Source: an optimization exercise on an open RTL-to-GDS flow (aim: small area and a short achievable clock period). Production flows keep margins and buffers that such runs may drop. RTL that was checked went through simulation tests only; none was proved equivalent to the original.

== oak ==
// inv_sqrt_unit
module inv_sqrt_unit #(
	parameter logic [9:0] PIPE = 10'b0111111111
) (
	input  logic clk,
	input  logic reset,
	input  logic in_valid,
	input  fp_pkg::int_t in_value,
	output logic out_valid,
	output fp_pkg::fp_t  out_fp,
	output fp_pkg::int_t out_fixed
);
For scale: about 2900 cells after synthesis, roughly 63 I/O pins.
clock: 9.5 ns
lec_check: 0
cap_margin: 20
core_margin: 2
core_utilization: 40
cts_cluster_diameter: 100
cts_cluster_size: 30
slew_margin: 20
synth_hierarchical: 1
synth_minimum_keep_size: 0
standard.sh (not shown) runs the stock make flow with config.mk's settings and CLKGATE_MAP_FILE= SYNTH_SCRIPT=/design/flow/synth_recipe.tcl, a recipe that flattens the netlist after the stock synthesis.
==> flow/flow/run.sh <==
#!/bin/bash
set -euo pipefail
export SETUP_SLACK_MARGIN=6.3
bash standard.sh > standard.log 2>&1
Input changes introduced in pine (baseline for comparison: oak):
--- a/flow/design.v
+++ b/flow/design.v
@@ -1811,23 +1811,23 @@
 	input  logic b,
 	output logic s,
 	output logic co
 );
 	assign s = a ^ b;
 	assign co = a & b;
 endmodule
 `default_nettype wire
 `timescale 1ns/10ps
 `default_nettype none
 module inv_sqrt_unit #(
-	parameter logic [9:0] PIPE = 10'b0111111111
+	parameter logic [9:0] PIPE = 10'b1111111111
 ) (
 	input  logic clk,
 	input  logic reset,
 	input  logic in_valid,
 	input  fp_pkg::int_t in_value,
 	output logic out_valid,
 	output fp_pkg::fp_t  out_fp,
 	output fp_pkg::int_t out_fixed
 );
 	localparam int LAT = 1 + PIPE[0] + PIPE[1] + PIPE[2] + PIPE[3] + PIPE[4] +
 		PIPE[5] + PIPE[6] + PIPE[7] + PIPE[8] + PIPE[9];
Findings:
Cmp pine vs oak: wire length on met1 higher in pine
Comparing oak and pine, met2 wire length is higher on oak.
On number of cells produced by synthesis, oak and pine are basically level.
First-pass iteration count of the detailed router: pine > oak
In the flow results for oak and pine, the area growth from synthesis to layout is smaller on pine.
Non-clock buffer count: pine < oak
Going from oak to pine, the synthesized area was found to have gone up by 1.1%.
Diff oak -> pine | layout sequential cell count | up by a few percent
Comparing pine with oak, the global-route usage came out essentially unchanged.
Hold slack ends up higher on oak.
Compare oak and pine | core utilization lower: pine
Final worst clock skew: pine > oak
Compared to oak, the router laid down less metal wire for pine.
For oak, only the layout was checked, not whether the RTL still works.

* * *

== the baseline ==
RTL: one of the versions met above, not the one the previous note started from.
For scale: about 2,900 cells after synthesis, roughly 63 I/O pins, about 32,000 µm² of cells after synthesis.
export LEC_CHECK = 0
export CAP_MARGIN = 20
export CORE_MARGIN = 2
export CORE_UTILIZATION = 40
export SLEW_MARGIN = 20
export SYNTH_HIERARCHICAL = 1
export SYNTH_MINIMUM_KEEP_SIZE = 0
create_clock -name core_clock -period 9.5 [get_ports {clk}]
Scripts as last shown in full above: flow/flow/run.sh
The following lists how the candidate was set up differently from the baseline:
diff --git a/flow/design.v b/flow/design.v
--- a/flow/design.v
+++ b/flow/design.v
@@ -1930,26 +1930,28 @@
 	assign e_q = {e_ra, 1'b1} + {e_rb, e_ci};
 	assign e_t2 = e_q[33];
 	assign e_xs = e_t2 ? e_q[32:16] : e_q[31:15];
 	assign e_d2 = (e_z0 & ~e_t2) | (e_zn & e_t2);
 	logic [15:0] f_u;
 	logic [16:0] f_xs;
 	logic [3:0]  f_c;
 	logic        f_d2;
 	pipe_reg #(.W(16+17+4+1), .EN(PIPE[6])) u_c6 (.clk(clk),
 		.d({e_u, e_xs, e_c, e_d2}),
 		.q({f_u, f_xs, f_c, f_d2}));
-	logic [15:0] f_negx;
+	logic [17:0] f_h;
+	logic [17:0] f_dfull;
 	logic [14:0] f_d;
-	assign f_negx = 16'd0 - f_xs[15:0];
-	assign f_d = f_d2 ? {f_negx[15:2], 1'b0} : {f_negx[14:1], f_xs[0]};
+	assign f_h = f_d2 ? 18'(({2'b01, f_xs} + 19'd1) >> 1) : {1'b1, f_xs};
+	assign f_dfull = 18'd131072 - f_h;
+	assign f_d = {f_dfull[14:1], f_dfull[0] & f_dfull[17]};
 	logic [15:-1] f_db;
 	logic [7:0]   f_done, f_dtwo, f_dneg;
 	assign f_db = {f_d[14], f_d, 1'b0};
 	always_comb begin
 		for (int k = 0; k < 8; k++) begin
 			f_done[k] = f_db[2*k] ^ f_db[2*k-1];
 			f_dtwo[k] = (f_db[2*k+1] & ~f_db[2*k] & ~f_db[2*k-1]) |
 				(~f_db[2*k+1] & f_db[2*k] & f_db[2*k-1]);
 			f_dneg[k] = f_db[2*k+1];
 		end
 	end
==> run notes <==
Routed wire length grows by a few percent when moving from the baseline to the candidate.
Status: buffer and inverter count on the worst path parity (the candidate, the baseline)
Per the comparison of the candidate with the baseline, wire length on met3 rose by about 8%, fraction of layout cells with a size suffix above 1 went down, setup slack dropped 0.0054 ns.
Startpoint of the worst setup timing path: u_c4.q[33] -> the candidate, u_c7.q[28] -> the baseline

[re-timing with driven ports]
The results above use ideal ports. As a check the final layouts listed here were re-extracted and re-timed, cells and wires unchanged.
Step 1, drivers: a clkbuf_16 drives clk and a buf_2 each remaining input, both assumed.
Step 2 also shifts input and output timing later by t, the mid clock arrival at the registers, as if the neighbouring blocks saw the same clock.
a / b / c = ideal ports / drivers / drivers and shift; a / b = the first two.
run	t, ns	setup slack, ns	hold slack, ns	clock arrival spread, ns	cell pins on the clock port's net
oak	0.636	6.326 / 6.321 / 6.326	0.331 / 0.331 / 0.331	0.040 / 0.040	1
pine	0.646	6.323 / 6.323 / 6.323	0.318 / 0.318 / 0.318	0.064 / 0.064	1
the baseline	0.652	6.337 / 6.329 / 6.337	0.302 / 0.302 / 0.302	0.052 / 0.052	1
the candidate	0.657	6.332 / 6.332 / 6.332	0.284 / 0.284 / 0.284	0.052 / 0.052	1
After both steps setup and hold are still met in every run listed.
